From an optimization exercise on the open Yosys and OpenROAD flow, aimed at a short achievable clock period and few clock cycles per item; shortcuts taken in it are not production practice. Function was checked by simulation only, so behaviour that the tests miss may differ from the original.

build 64:
// pipelineCpu
module pipelineCpu (
	input  logic           CLK,
	input  logic           RST,
	output cpuPkg::wordT   imemAddr,
	input  cpuPkg::wordT   imemData,
	output cpuPkg::wordT   dmemAddr,
	output cpuPkg::wordT   dmemWData,
	output logic           dmemRead,
	output logic           dmemWrite,
	input  cpuPkg::wordT   dmemRData,
	output logic           wbValid,
	output cpuPkg::regIdxT wbReg,
	output cpuPkg::wordT   wbData
);
Size: roughly 3,300 cells after synthesis, about 100 I/O pins, ~26,000 um2 of cells after synthesis.
Settings: LEC_CHECK=0, CAP_MARGIN=20, CORE_MARGIN=2, CORE_UTILIZATION=40, SETUP_SLACK_MARGIN=3.8, SLEW_MARGIN=20; clock period 6.2 ns.
standard.sh (not shown) runs the stock make flow with config.mk's settings and CLKGATE_MAP_FILE= SYNTH_SCRIPT=/design/flow/synth_recipe.tcl, a recipe that flattens the netlist after the stock synthesis.
==> flow/flow/run.sh <==
#!/bin/bash
# Standard layout, except that the combinational logic of the standard synthesis is
# mapped again by ABC with a delay-driven script before floorplanning. The standard
# synthesis's registers (cells and instance names) are kept as they are.
set -euo pipefail
W=$(pwd)
F=$W/flow
R=$W/orfs/results/$FLOW_PLATFORM/pipelineCpu/base
LIB=$FLOW_HOME/platforms/$FLOW_PLATFORM/lib/sky130_fd_sc_hd__tt_025C_1v80.lib
YOSYS=$(command -v yosys || true)
if [[ -z "$YOSYS" ]]; then YOSYS=$FLOW_HOME/../tools/install/yosys/bin/yosys; fi

# 1. the standard synthesis
bash standard.sh synth > $W/log_1_synth.txt 2>&1
cp $R/1_2_yosys.v $W/standard_synth.v

# 2. map the combinational logic again; registers stay as instances
SEQ=$(tr '\n' ' ' < $F/seqcells.txt)
DU=$(cat $F/dontuse.txt $F/resyn_avoid.txt | sed "s/^/-dont_use /" | tr "\n" " ")
printf 'set_driving_cell sky130_fd_sc_hd__buf_1\nset_load 5\n' > $W/resyn.constr
cat > $W/resyn.ys <<EOY
read_liberty -ignore_miss_func $LIB
setattr -mod -set keep_hierarchy 1 $SEQ
read_verilog $W/standard_synth.v
hierarchy -top $FLOW_TOP
flatten
opt_clean -purge
abc -script $F/resyn.abc -liberty $LIB $DU -constr $W/resyn.constr
opt_clean -purge
hilomap -singleton -hicell sky130_fd_sc_hd__conb_1 HI -locell sky130_fd_sc_hd__conb_1 LO
insbuf -buf sky130_fd_sc_hd__buf_4 A X
rename -hide w:*.*
opt_clean -purge
select $FLOW_TOP
write_verilog -noattr -nohex -nodec -selected $W/resyn.v
EOY
$YOSYS -l $W/log_2_resynth.txt -q $W/resyn.ys > /dev/null 2>&1

# the registers must be the standard synthesis's, instance for instance
regs() { grep -E '^ *sky130_fd_sc_hd__[a-z0-9_]+ ' "$1" | awk '{print $1, $2}' | grep -F -w -f $F/seqcells.txt | sort; }
if ! diff <(regs $W/standard_synth.v) <(regs $W/resyn.v) > $W/log_regdiff.txt; then
  echo "registers differ after remapping" >&2
  exit 1
fi
cp $W/resyn.v $R/1_2_yosys.v
touch $R/1_2_yosys.v

# 3. the rest of the standard layout
bash standard.sh > $W/log_3_layout.txt 2>&1
test -f $W/out/final.def
Other scripts of this flow, unchanged in this note and not shown: flow/flow/dontuse.txt, flow/flow/resyn.abc, flow/flow/resyn_avoid.txt, flow/flow/seqcells.txt
Testbench counts of build 64, summed over its fixed seeds: cycles 10,564, instrs 10,210.
## Diff of input files: build 17 against build 64
-- flow/design.v --
<<< build 64, line 142
	logic        fdRxHitE;
	logic        fdRxHitM;
	logic        fdRyHitE;
	logic        deRegWrite;
>>> build 17, line 142
	logic        fdRxHitE;
	logic        fdRxHitM;
	logic        fdRxHitW;
	logic        fdPIsAddiu;
	logic        fdRyHitE;
	logic        deRegWrite;
<<< build 64, line 224
	assign fJrHit = fIsJr && imemData[10:8] == liReg;
	assign fFlip = bpCtr[pc[3:0]][1];
	assign fPredT = fIsB || (fIsCond && (imemData[7] ^ fFlip)) || fJrHit;
	logic [8:0]  lo8;
	logic [11:0] lo11;
>>> build 17, line 226
	assign fJrHit = fIsJr && imemData[10:8] == liReg;
	assign fFlip = bpCtr[pc[3:0]][1];
	logic [8:0]  lo8;
	logic [11:0] lo11;
<<< build 64, line 319
			fdPCondNz <= fIsCond && imemData[7:0] != 8'd0;
			fdPBnez <= fOp == 5'd11;
			fdNegImm <= -{{8{imemData[7]}}, imemData[7:0]};
			fdPcInc <= pcInc;
>>> build 17, line 320
			fdPCondNz <= fIsCond && imemData[7:0] != 8'd0;
			fdPBnez <= fOp == 5'd11;
			fdPIsAddiu <= fOp == 5'd6;
			fdNegImm <= -{{8{imemData[7]}}, imemData[7:0]};
			fdPcInc <= pcInc;
<<< build 64, line 363
		endcase
	end
	assign dRxVal = (mwRegWrite && mwDest == dRx) ? mwResult : fdRxVal;
	assign dRyVal = (mwRegWrite && mwDest == dRy) ? mwResult : fdRyVal;
	assign dRxEm = fdRxHitE;
>>> build 17, line 365
		endcase
	end
	assign dRxVal = fdRxHitW ? mwResult : fdRxVal;
	assign dRyVal = (mwRegWrite && mwDest == dRy) ? mwResult : fdRyVal;
	assign dRxEm = fdRxHitE;
<<< build 64, line 386
	logic        dRxZero;
	assign emZero = emZeroQ;
	assign dRxZero = (mwRegWrite && mwDest == dRx) ? mwZero : fdRxZero;
	assign dZero = dRxEm ? exResZero : (dEmHit ? emZero : dRxZero);
	assign dActualT = fdPBnez ? !dZero : dZero;
	assign dRedirect = dCanResolve && (dActualT != fdPredT) && !redirect;
	assign dRedirPc = fdPredT ? fdPcInc : dTarget;
	assign stall = deIsLoad && ((dUseRx && fdRxHitE) || (dUseRy && fdRyHitE));
	always_ff @(posedge CLK)
>>> build 17, line 388
	logic        dRxZero;
	assign emZero = emZeroQ;
	assign dRxZero = fdRxHitW ? mwZero : fdRxZero;
	assign dZero = dRxEm ? exResZero : (dEmHit ? emZero : dRxZero);
	assign dActualT = fdPBnez ? !dZero : dZero;
	assign dRedirect = dCanResolve && (dActualT != fdPredT) && !redirect;
	assign dRedirPc = fdPredT ? fdPcInc : dTarget;
	logic        dResKnown;
	logic        dResZero;
	logic        fOnD;
	assign dResKnown = dIsLi || (fdValid && fdPIsAddiu && !dRxEm && !dRxMw);
	assign dResZero = fdPIsLi ? (fdInstr[7:0] == 8'd0) : (dRxVal == fdNegImm);
	assign fOnD = dResKnown && fdPDest == imemData[10:8];
	assign fPredT = fIsB || fJrHit ||
		(fIsCond && (fOnD ? (imemData[11] ^ dResZero) : (imemData[7] ^ fFlip)));
	assign stall = deIsLoad && ((dUseRx && fdRxHitE) || (dUseRy && fdRyHitE));
	always_ff @(posedge CLK)
<<< build 64, line 399
			fdRyHitE <= 1'b0;
			fdRxHitM <= fdRxHitE;
		end
		else
>>> build 17, line 409
			fdRyHitE <= 1'b0;
			fdRxHitM <= fdRxHitE;
			fdRxHitW <= fdRxHitM;
		end
		else
<<< build 64, line 405
			fdRyHitE <= dRegWrite && dDest == imemData[7:5];
			fdRxHitM <= deRegWrite && deDest == imemData[10:8];
		end
	end
>>> build 17, line 416
			fdRyHitE <= dRegWrite && dDest == imemData[7:5];
			fdRxHitM <= deRegWrite && deDest == imemData[10:8];
			fdRxHitW <= emRegWrite && emDest == imemData[10:8];
		end
	end
<<< build 64, line 467
		deJrEqEm <= deIsLi && deBVal == {8'h00, fdJrTarget};
		deJrEqMw <= emResult == {8'h00, fdJrTarget};
		deAEqNeg <= fdPIsLi ? (fdInstr[7:0] == 8'd0) : (dRxVal == fdNegImm);
		deFwdBEm <= dRyEm && !dSrcImm;
		deFwdBMw <= dRyMw && !dSrcImm;
>>> build 17, line 479
		deJrEqEm <= deIsLi && deBVal == {8'h00, fdJrTarget};
		deJrEqMw <= emResult == {8'h00, fdJrTarget};
		deAEqNeg <= dResZero;
		deFwdBEm <= dRyEm && !dSrcImm;
		deFwdBMw <= dRyMw && !dSrcImm;
- Build 17 ended with every stage complete and zero timing, DRC or antenna violations.
- Worst-margin pin slew ended up 0.032 ns lower on build 17 than on build 64.
- | worst setup slack | build 64 vs build 17 | ≈ equal |
- On flip-flop and latch share of the layout cell area: between build 64 and build 17, it ends up lower for build 64.
- First-pass GRT wire length grows slightly when moving from build 64 to build 17.
- Final-layout clock-cell area share in build 17 is 0.24 points above build 64.
- Post-synthesis cell area (higher): build 17
- On post-synthesis area per instance, build 64 and build 17 are basically level.
- Build 64 -> build 17: weighted congestion reported at the end of routability-driven placement decreased slightly
Testbench counts of build 17, summed over its fixed seeds: cycles 10,451, instrs 10,210.

==> afterwards: timing with drivers on the ports <==
The flow's constraints put no driver on any port. The routed layouts listed below were extracted and timed again, unchanged, in two steps.
Step 1: set_driving_cell puts a clkbuf_16 on CLK and a buf_2 on each other input, an assumption about the parent block.
Step 2 adds t to the input delays and takes it off the output delays; t is the mean of the earliest and latest rising clock arrival at the registers after step 1. Input paths then give back, and output paths get back, about the clock's delay inside the block.
a / b / c = ideal ports / drivers / drivers and shift; a / b = the first two.
run	t (ns)	slack for setup (ns)	worst setup path at the end	slew at the worst register clock pin (ns)
build 64	0.691	3.568 / 3.444 / 2.753	input to register	0.07 / 0.07
build 17	0.697	3.565 / 3.570 / 2.908	input to register	0.07 / 0.07
After both steps setup and hold are still met in every run listed. The setup slack of build 64, which loses most, moves by -0.124 ns with the drivers and by -0.815 ns with both steps.
